From an optimization exercise on the open Yosys and OpenROAD flow, aimed at small area; shortcuts taken in it are not production practice.
Only simulation tests tie the RTL to the original design; equivalence was not proved.
In this run the design's own scripts or RTL, not TritonCTS, make the clock network.
The clock port is modelled as an ideal driver, which makes a skipped or thinned clock tree look cheaper than it is; a real chip needs a root buffer or a tree.
Power and IR drop assume default switching activity.

**flow/config.mk**
```make
export PLATFORM = sky130hd
export DESIGN_NAME = processor
export DESIGN_NICKNAME = processor
export VERILOG_FILES = /design/flow/design.v
export SDC_FILE = /design/flow/constraint.sdc
export NUM_CORES = 4
export LEC_CHECK = 0
export ABC_AREA = 1
export CAP_MARGIN = 0
export CORE_MARGIN = 2
export CORE_UTILIZATION = 40
export GPL_TIMING_DRIVEN = 0
export SLEW_MARGIN = 0
```
**flow/constraint.sdc**
```tcl
create_clock -name core_clock -period 9.0 [get_ports {clock}]
set_input_delay 1.8000 -clock core_clock [delete_from_list [all_inputs] [get_ports {clock}]]
set_output_delay 1.8000 -clock core_clock [all_outputs]
set_load 0.01 [all_outputs]
```
**flow/design.v**
```verilog
`timescale 1ns/1ps
module processor #(
    parameter logic [31:0] RESET_PC = '0
) (
    input  logic        clock,
    input  logic        rst_n,
    output logic [31:0] address_imem,
    input  logic [31:0] q_imem,
    output logic [31:0] address_dmem,
    output logic [31:0] data,
    output logic        wren,
    input  logic [31:0] q_dmem,
    output logic        ctrl_write_enable,
    output logic [4:0]  ctrl_write_reg,
    output logic [4:0]  ctrl_read_reg_a,
    output logic [4:0]  ctrl_read_reg_b,
    output logic [31:0] data_write_reg,
    input  logic [31:0] data_read_reg_a,
    input  logic [31:0] data_read_reg_b
);
    logic [4:0]  cnt;
    logic [31:0] pc;
    logic [31:0] r;
    logic [3:0]  prev;
    logic        carry;
    logic        neq;
    logic [1:0]  mode;
    logic        m_add;
    logic        m_jmp;
    logic        m_jal;
    logic        pending;
    logic       in_p;
    logic       in_init;
    logic       in_prime;
    logic       first_a;
    logic       last_a;
    logic       first_p;
    logic       last_p;
    logic [2:0] c;
    assign c        = cnt[2:0];
    assign in_p     = cnt[4];
    assign in_init  = cnt[4] & cnt[3];
    assign in_prime = ~cnt[4] & ~cnt[3];              
    assign first_a  = cnt[3] & (c == 3'd0);           
    assign last_a   = cnt[3] & (c == 3'd7);           
    assign first_p  = (cnt == 5'd16);
    assign last_p   = cnt[4] & (c == 3'd7);
    assign pending  = in_prime & ~cnt[0];             
    assign m_add = neq;
    assign m_jmp = mode[1];
    assign m_jal = mode[0];
    logic [31:0] insn;
    logic [2:0]  o;
    logic        is_lw, is_r, is_j, is_bne, is_jal, is_jr, is_addi, is_blt, is_sw;
    logic [2:0]  aop;
    logic        is_sh, is_sra, is_sll;
    logic        use_imm;
    logic        zero_a;
    logic        binv;
    logic        cin0;
    logic [4:0]  rd;
    assign insn    = q_imem;
    assign o       = insn[29:27];
    assign is_lw   = insn[30];
    assign is_r    = ~insn[30] & (o == 3'd0);
    assign is_j    = (o == 3'd1);
    assign is_bne  = (o == 3'd2);
    assign is_jal  = (o == 3'd3);
    assign is_jr   = (o == 3'd4);
    assign is_addi = (o == 3'd5);
    assign is_blt  = (o == 3'd6);
    assign is_sw   = (o == 3'd7);
    assign aop     = insn[4:2];
    assign is_sh   = is_r & aop[2];
    assign is_sra  = is_sh & aop[0];
    assign is_sll  = is_sh & ~aop[0];
    assign zero_a  = is_j | is_jal | is_jr;             
    assign use_imm = is_addi | is_sw | is_lw | is_j | is_jal;
    assign cin0    = (is_r & (aop == 3'd1)) | is_bne;    
    assign binv    = cin0 | is_blt;                      
    assign rd      = insn[26:22];
    assign ctrl_read_reg_a = insn[21:17];
    assign ctrl_read_reg_b = (o == 3'd0) ? insn[16:12] : insn[26:22];
    logic [2:0]  sh_q;
    logic [1:0]  sh_r;
    logic [2:0]  qx;
    logic        g_cin;
    logic [4:0]  c_eff;
    logic [4:0]  g_add;
    logic [5:0]  gk;
    logic [4:0]  gi;
    logic [3:0]  a_grp;
    logic [3:0]  cur;
    logic [1:0]  u;
    logic [7:0]  w;
    logic [3:0]  a_bits;
    assign sh_q  = insn[11:9] & {3{is_sh}};
    assign sh_r  = insn[8:7];
    assign qx    = sh_q ^ {3{is_sll}};
    assign g_cin = is_sll | (is_sra & (sh_r != 2'd0));
    assign c_eff = {{2{~cnt[3]}}, cnt[2:0]};
    assign g_add = {{2{is_sll}}, qx};
    always_comb begin
        gk[0] = g_cin;
        for (int i = 0; i < 5; i++) begin
            gi[i]     = c_eff[i] ^ g_add[i] ^ gk[i];
            gk[i + 1] = (c_eff[i] & g_add[i]) | (gk[i] & (c_eff[i] ^ g_add[i]));
        end
    end
    always_comb begin
        case (gi[2:0])
            3'd0: a_grp = data_read_reg_a[3:0];
            3'd1: a_grp = data_read_reg_a[7:4];
            3'd2: a_grp = data_read_reg_a[11:8];
            3'd3: a_grp = data_read_reg_a[15:12];
            3'd4: a_grp = data_read_reg_a[19:16];
            3'd5: a_grp = data_read_reg_a[23:20];
            3'd6: a_grp = data_read_reg_a[27:24];
            default: a_grp = data_read_reg_a[31:28];
        endcase
    end
    always_comb begin
        if (gi[4] | zero_a) begin
            cur = 4'd0;
        end else if (gi[3]) begin
            cur = {4{data_read_reg_a[31]}};
        end else begin
            cur = a_grp;
        end
    end
    always_comb begin
        if (is_sll) begin
            u = sh_r;
        end else if (is_sra) begin
            u = {sh_r[1] ^ sh_r[0], sh_r[0]};
        end else begin
            u = 2'd0;
        end
    end
    assign w = {cur, prev};
    always_comb begin
        case (u)
            2'd0: a_bits = w[7:4];
            2'd1: a_bits = w[6:3];
            2'd2: a_bits = w[5:2];
            default: a_bits = w[4:1];
        endcase
    end
    logic        sx;
    logic        tg;
    logic [3:0]  immt_grp;
    logic [3:0]  b_grp;
    logic [3:0]  b_bits;
    logic [3:0]  bx;
    logic [4:0]  k;
    logic [3:0]  sum;
    logic        co;
    logic        ne_now;
    logic        lt_now;
    logic        taken;
    assign sx = insn[16];
    assign tg = is_j | is_jal;
    always_comb begin
        case (gi[2:0])
            3'd0: immt_grp = insn[3:0];
            3'd1: immt_grp = insn[7:4];
            3'd2: immt_grp = insn[11:8];
            3'd3: immt_grp = insn[15:12];
            3'd4: immt_grp = tg ? insn[19:16] : {{3{sx}}, insn[16]};
            3'd5: immt_grp = tg ? insn[23:20] : {4{sx}};
            3'd6: immt_grp = tg ? {1'b0, insn[26:24]} : {4{sx}};
            default: immt_grp = tg ? 4'd0 : {4{sx}};
        endcase
    end
    always_comb begin
        case (gi[2:0])
            3'd0: b_grp = data_read_reg_b[3:0];
            3'd1: b_grp = data_read_reg_b[7:4];
            3'd2: b_grp = data_read_reg_b[11:8];
            3'd3: b_grp = data_read_reg_b[15:12];
            3'd4: b_grp = data_read_reg_b[19:16];
            3'd5: b_grp = data_read_reg_b[23:20];
            3'd6: b_grp = data_read_reg_b[27:24];
            default: b_grp = data_read_reg_b[31:28];
        endcase
    end
    assign b_bits = is_sh ? 4'd0 : use_imm ? immt_grp : b_grp;    
    assign bx     = b_bits ^ {4{binv}};
    logic [3:0] xa;
    logic [3:0] xb;
    assign xa = in_p ? pc[3:0] : a_bits;
    assign xb = in_p ? (r[3:0] & {4{m_add}}) : bx;
    always_comb begin
        if (in_p) begin
            k[0] = first_p | carry;
        end else begin
            k[0] = first_a ? cin0 : carry;
        end
        for (int i = 0; i < 4; i++) begin
            sum[i]   = xa[i] ^ xb[i] ^ k[i];
            k[i + 1] = (xa[i] & xb[i]) | (k[i] & (xa[i] ^ xb[i]));
        end
    end
    assign co     = k[4];
    assign ne_now = |sum;                               
    assign lt_now = a_bits[3] ^ b_bits[3] ^ co;         
    assign taken  = (is_bne & (neq | ne_now)) | (is_blt & lt_now);
    logic [3:0] pc_in;
    logic [3:0] r_in;
    always_comb begin
        if (in_init) begin
            case (c)
                3'd0: pc_in = RESET_PC[3:0];
                3'd1: pc_in = RESET_PC[7:4];
                3'd2: pc_in = RESET_PC[11:8];
                3'd3: pc_in = RESET_PC[15:12];
                3'd4: pc_in = RESET_PC[19:16];
                3'd5: pc_in = RESET_PC[23:20];
                3'd6: pc_in = RESET_PC[27:24];
                default: pc_in = RESET_PC[31:28];
            endcase
        end else if (m_jmp) begin
            pc_in = r[3:0];
        end else begin
            pc_in = sum;
        end
    end
    always_comb begin
        if (~in_p & (is_bne | is_blt)) begin
            r_in = immt_grp;
        end else if (~in_p & is_r & aop[1]) begin
            r_in = aop[0] ? (a_bits | b_bits) : (a_bits & b_bits);
        end else begin
            r_in = sum;                              
        end
    end
    always_ff @(posedge clock or negedge rst_n) begin
        if (!rst_n) begin
            cnt <= 5'd24;
        end else if (last_p) begin
            cnt <= (m_jal & ~in_init) ? 5'd6 : 5'd7;
        end else begin
            cnt <= cnt + 5'd1;
        end
    end
    always_ff @(posedge clock) begin
        r       <= {r_in, r[31:4]};
        prev    <= cur;
        carry   <= co;
        if (last_a) begin
            neq  <= taken;
            mode <= {is_j | is_jal | is_jr, is_jal};
        end else if (!in_p) begin
            neq  <= (~first_a & neq) | ne_now;
        end
        if (in_p) begin
            pc <= {pc_in, pc[31:4]};
        end
    end
    assign address_imem      = pc;
    assign address_dmem      = r;
    assign data              = data_read_reg_b;
    assign wren              = first_p & is_sw;
    assign ctrl_write_enable = (first_p & (is_r | is_addi | is_lw) & (rd != 5'd0)) |
                               pending;
    assign ctrl_write_reg    = rd | {5{pending}};
    assign data_write_reg    = (is_lw & cnt[4]) ? q_dmem : r;
endmodule
```
**flow/flow/run.sh**
```bash
#!/bin/bash
# The standard layout (standard.sh) with these changes:
#  - synthesis maps with an area-oriented ABC script (abc_area.script here,
#    used with ABC_AREA 1 from config.mk) instead of ORFS's own, and leaves
#    adders to ABC too (no ADDER_MAP_FILE, so no fa/ha cells are extracted);
#  - every port is buffered by the smallest buffer (buf_1);
#  - after CTS, clock_tree.tcl replaces the clock tree by three clkbuf_16
#    fed by the clock port, each driving the flip-flops of a third of the core.
# Each tool's output is in orfs/logs; make's own output is in standard.log.
set -euo pipefail
here=$(pwd)
rm -rf "$here/scripts_custom"
cp -r "$FLOW_HOME/scripts" "$here/scripts_custom"
cp "$here/flow/abc_area.script" "$here/scripts_custom/abc_area.script"
export BUFFER_PORTS_ARGS="-buffer_cell sky130_fd_sc_hd__buf_1"
export CTS_ARGS="-sink_clustering_enable -repair_clock_nets -dont_use_dummy_load -buf_list sky130_fd_sc_hd__clkbuf_8"
export PRE_GLOBAL_PLACE_TCL="$here/flow/pre_gpl.tcl"
export POST_CTS_TCL="$here/flow/clock_tree.tcl"
export FLOW_NCLK=3 FLOW_NY=1 FLOW_CLKBUF=sky130_fd_sc_hd__clkbuf_16
bash standard.sh SCRIPTS_DIR="$here/scripts_custom" ADDER_MAP_FILE= finish > standard.log 2>&1
```
**flow/flow/abc_area.script**
```
strash
&get -n
&deepsyn -T 30
&put
strash
dch
amap
strash
dch
amap
strash
dch
amap
strash
dch
amap
topo
```
**flow/flow/clock_tree.tcl**
```tcl
# Run after CTS (POST_CTS_TCL): replace the clock tree that CTS built by a
# single level of FLOW_NCLK x FLOW_NY buffers (FLOW_CLKBUF) fed straight
# from the clock port. The flip-flops are split into that grid by position
# and each buffer is placed at the centroid of the flip-flops it drives.
set nclk 2
if { [info exists ::env(FLOW_NCLK)] } { set nclk $::env(FLOW_NCLK) }
set db [ord::get_db]
set block [ord::get_db_block]
set clknet [$block findNet clock]
# walk the tree from the clock port: buffers/inverters are removed, flip-flop
# clock pins are collected
set tree_insts {}
set tree_nets {}
set sinks {}
set todo [list $clknet]
while { [llength $todo] > 0 } {
  set net [lindex $todo 0]
  set todo [lrange $todo 1 end]
  foreach it [$net getITerms] {
    if { ![$it isInputSignal] } { continue }
    set inst [$it getInst]
    set m [$inst getMaster]
    if { [$m isSequential] } {
      lappend sinks $it
    } else {
      lappend tree_insts $inst
      foreach ot [$inst getITerms] {
        if { [$ot isOutputSignal] && [$ot getNet] != "NULL" } {
          lappend tree_nets [$ot getNet]
          lappend todo [$ot getNet]
        }
      }
    }
  }
}
puts "mytree: removing [llength $tree_insts] tree cells, [llength $sinks] sinks"
foreach it $sinks { $it disconnect }
foreach inst $tree_insts { odb::dbInst_destroy $inst }
foreach net $tree_nets { odb::dbNet_destroy $net }
set items {}
foreach it $sinks {
  set bb [[$it getInst] getBBox]
  lappend items [list [expr {([$bb xMin] + [$bb xMax]) / 2}] [expr {([$bb yMin] + [$bb yMax]) / 2}] $it]
}
set nx $nclk; set ny 1
if { [info exists ::env(FLOW_NY)] } { set ny $::env(FLOW_NY) }
set bufcell sky130_fd_sc_hd__clkbuf_16
if { [info exists ::env(FLOW_CLKBUF)] } { set bufcell $::env(FLOW_CLKBUF) }
set master [$db findMaster $bufcell]
set items [lsort -integer -index 0 $items]
set n [llength $items]
set k 0
for {set ix 0} {$ix < $nx} {incr ix} {
  set col [lrange $items [expr {$ix * $n / $nx}] [expr {($ix + 1) * $n / $nx - 1}]]
  set col [lsort -integer -index 1 $col]
  set m [llength $col]
  for {set iy 0} {$iy < $ny} {incr iy} {
    set grp [lrange $col [expr {$iy * $m / $ny}] [expr {($iy + 1) * $m / $ny - 1}]]
    set inst [odb::dbInst_create $block $master "clkbuf_bench_$k"]
    set net [odb::dbNet_create $block "clknet_bench_$k"]
    $net setSigType CLOCK
    [$inst findITerm A] connect $clknet
    [$inst findITerm X] connect $net
    set sx 0; set sy 0
    foreach it $grp {
      set sx [expr {$sx + [lindex $it 0]}]
      set sy [expr {$sy + [lindex $it 1]}]
      [lindex $it 2] connect $net
    }
    set cnt [llength $grp]
    $inst setLocation [expr {$sx / $cnt}] [expr {$sy / $cnt}]
    $inst setPlacementStatus PLACED
    puts "mytree: clkbuf_bench_$k ($bufcell) drives $cnt flip-flops"
    incr k
  }
}
global_connect
detailed_placement
check_placement
estimate_parasitics -placement
set worst 0
foreach p [get_pins -hierarchical */CLK] { set s [get_property $p slew_max]; if {$s > $worst} {set worst $s} }
puts "mytree: worst clock-pin slew [format %.3f $worst] ns"
```
**flow/flow/pre_gpl.tcl**
```tcl
# Global placement runs without timing-driven mode; remove synthesis's
# buffers here as the timing-driven mode would have.
remove_buffers
```
**flow/standard.sh**
```bash
#!/bin/bash
# synth_recipe.tcl (not shown) runs the flow's synth.tcl, then flattens the netlist and writes it again
# the make line also repeats each setting of config.mk as NAME=value (left out here)
make -C /OpenROAD-flow-scripts/flow DESIGN_CONFIG=/design/flow/config.mk WORK_HOME=/design/flow/orfs CLKGATE_MAP_FILE= SYNTH_SCRIPT=/design/flow/synth_recipe.tcl "${@:-finish}"
```
==> results.tsv <==
stage	metric	value	unit
hold_path	hold_path_depth	0	
layout	area_delta_synth_final	26.7	%
critical_path	worstRegToRegCells	26	
floorplanning	initial_core_util	0.411	
critical_path	worstPathArrival	8.22	ns
sta	max_freq	122	MHz
critical_path	required	9.00	ns
critical_path	rr_endpoint	neq$_DFFE_PP_	
place	dpl_worst_slack	-0.273	ns
critical_path	crit_type	in2reg	
yosys	synth_edf_count	35	
layout	drive_gt1_frac	0.0206	
yosys	synth-async-reset-ratio	0.0658	
pwr	cellLeakagePower	1.72	nW
sta	slew_violations	0	
critical_path	cp-start-kind	input port	
critical_path	critPathSlowestCell	nor2_1	
floorplanning	fp.dieW	104	um
detailed_routing	first_pass_iters	5	
global_routing	grt_util_all_layers	0.232	
job	drv_cap	0	
sta	hold_viol	0	
global_routing	grt.overflow.total	0	
sta	period_minus_slack	8.22	ns
place	dp.final_hpwl	10800	um
critical_path	cp_common_cell	nor2_1	
hold_path	holdCritStartpoint	r[12]$_DFF_P_	
clocking	cts_sinks	76	
sta	slew_headroom	0.399	
layout	diodes	0	
detailed_routing	drt_iter0_markers	418	
critical_path	end_kind	register	
global_routing	grt_pass1_wl	20500	um
sta	timing.final.crit_share	0.913	
global_routing	antenna_found_initial	0	
yosys	synth_nets	568	
global_routing	first_global_vias	4098	
floorplanning	rows	36	
floorplanning	ioPinCount	275	
sta	setup-violations-final	0	
yosys	ys_seq_area_frac	0.475	
critical_path	cp_max_fo	10	
sta	worstMarginPinSlew	0.901	ns
global_routing	grt_max_degree	46	
yosys	netlist_area	4000	sq um
hold_path	hold_end	r[8]$_DFF_P_	
layout	fill_cells	973	
floorplanning	die_area	10800	sq um
pwr	p_per_area	242	nW/um^2
yosys	syn_inst	438	
yosys	synth_area_leaders	edfxtp_1 (26%), dfxtp_1 (18%), buf_4 (6.9%)	
sta	setup-tns-final	0	ns
yosys	ys_seq_elements	76	
critical_path	reg2reg_slack	3.32	ns
clocking	clock_latency	0.16	ns
floorplanning	die_h	104	um
status	status	finished clean	
yosys	yosysTopAreaCell	edfxtp_1	
detailed_routing	antenna_left	0	
detailed_routing	vias	4443	
detailed_routing	routed_via_density	5.47	
sta	skew	0.00600	ns
yosys	yosys-top-cells-count	clkinv_1 (51), nand2_1 (45), nor2_1 (42)	
place	gp_congestion	0.914	
yosys	yosysMostFrequentCell	clkinv_1	
detailed_routing	avgRoutedWirePerCell	16.4	um
yosys	syn_avg_cell_area	9.14	sq um
pwr	ir_drop	225	uV
layout	nets	811	
yosys	ys_dominant_reg_cell	dfxtp_1	
yosys	synth_top_area_frac	0.263	
sta	final.setup.worst_slack	0.784	ns
critical_path	crit_start	q_imem[27]	
critical_path	critPathMaxStageDelay	0.70	ns
clocking	clk_pin_slew	0.09	ns
hold_path	hold_path_class	reg2reg	
critical_path	r2r_start	cnt[1]$_DFF_PN0_	
detailed_routing	drcViolationCount	0	
place	port_buffers	273	
floorplanning	core	9730	sq um
yosys	yosys_warnings	1	
yosys	synth_cell_type_count	39	
sta	rsz0062_at_grt	false	
detailed_routing	wirelength	13300	um
[routing by layer]
metal	up-vias	track usage	part of all wire
met5	-	0	0
met4	0	0.0376	0.0095
met3	10	0.0345	0.071
met2	237	0.435	0.52
met1	2070	0.286	0.40
li1	2126	-	-
[worst max-delay path, delay by kind of cell]
kind,cells,cell delay [ns]
AND/OR/NAND/NOR,12,2.82
AO/OA/AOI/OAI,15,2.97
buffers and inverters,3,0.64
[where the power goes]
group	total (mW)	leakage, nW	switching [mW]	internal [mW]
Clock	0.141	0.0370	0.0800	0.0612
Combinational	0.553	0.993	0.351	0.201
Sequential	0.532	0.687	0.0733	0.459
[how the worst max path moves through the flow]
stage	cells after the start	endpoint	slack [ns]
after floorplan	30	neq$_DFFE_PP_	1.59
after detailed placement	30	neq$_DFFE_PP_	-0.27
after global placement	28	neq$_DFFE_PP_	-0.20
final	30	neq$_DFFE_PP_	0.78
after global routing	30	neq$_DFFE_PP_	0.05
[placed cells by master, fill, tap and decap left out, types with 3 or more instances in the layout]
cell type and n:
nor3_1 7, dfrtp_1 3, nor2_1 41, a22o_1 28
edfxtp_1 35, o32a_1 3, nand3_1 6, a22oi_1 7
nand4_1 4, o221ai_1 4, a211oi_1 3, buf_1 273
a31oi_1 4, a21oi_1 20, a221oi_1 5, nor3_2 4
a222oi_1 19, a21o_1 3, clkbuf_16 3, o21ai_0 29
dfxtp_1 36, clkinv_1 51, nand2_1 45, o22ai_1 17
[kinds of logic (layout without fill, tap and decap cells)]
group	count (synthesis)	count (layout)	synth area share
and+or+nand+nor	115	115	0.119
AOI/OAI and AO/OA	159	159	0.289
buffers and inverters	88	329	0.117
DFF	76	76	0.475
[sequential cells by signal, summed over array words and instances, names as in the netlist]
register and flops:
neq 1, cnt 5, carry 1, r 32, pc 32, mode 2, prev 3
[per-stage QoR]
stage / area [sq um] / total power [mW] / util / instances / hold WS [ns]
finish: 5070 / 1.23 / 0.521 / 812 / 0.372
global route: 5070 / 1.31 / 0.521 / 812 / 0.382
detailed placement: 4950 / 1.08 / 0.509 / 808 / 0.361
global placement: 4910 / 1.07 / 0.505 / 807 / 0.355
floorplan: 4000 / 0.865 / - / 438 / 0.393
[final cells by class]
class,count,area (sq um),share of cell area
Tap cell,133,166,0.0328
Buffer,3,75.1,0.0148
Sequential cell,76,1900,0.375
Multi-Input combinational cell,274,1680,0.331
Inverter,51,191,0.0378
Timing Repair Buffer,275,1060,0.209

==> what the ideal ports hide <==
Ports are ideal in the flow. The routed layout listed here was re-timed in OpenROAD.
Step 1 assumes that a clkbuf_16 drives the clock port and a buf_2 every other input.
Step 2 adds t to the input delays and takes it off the output delays; t is the mean of the earliest and latest rising clock arrival at the registers after step 1. Input paths then give back, and output paths get back, about the clock's delay inside the block.
Slacks: ideal / step 1 / step 2; pairs: ideal / step 1.
shift t [ns]: 0.218
setup slack, ns: 0.784 / 0.817 / 0.599
worst setup path after step 2: input to register
worst register clock-pin slew, ns: 0.09 / 0.09
worst slew at a driven data input, ns: 0.05
After both steps this run still meets setup and hold. The setup slack of this run moves by +0.033 ns with the drivers and by -0.185 ns with both steps.
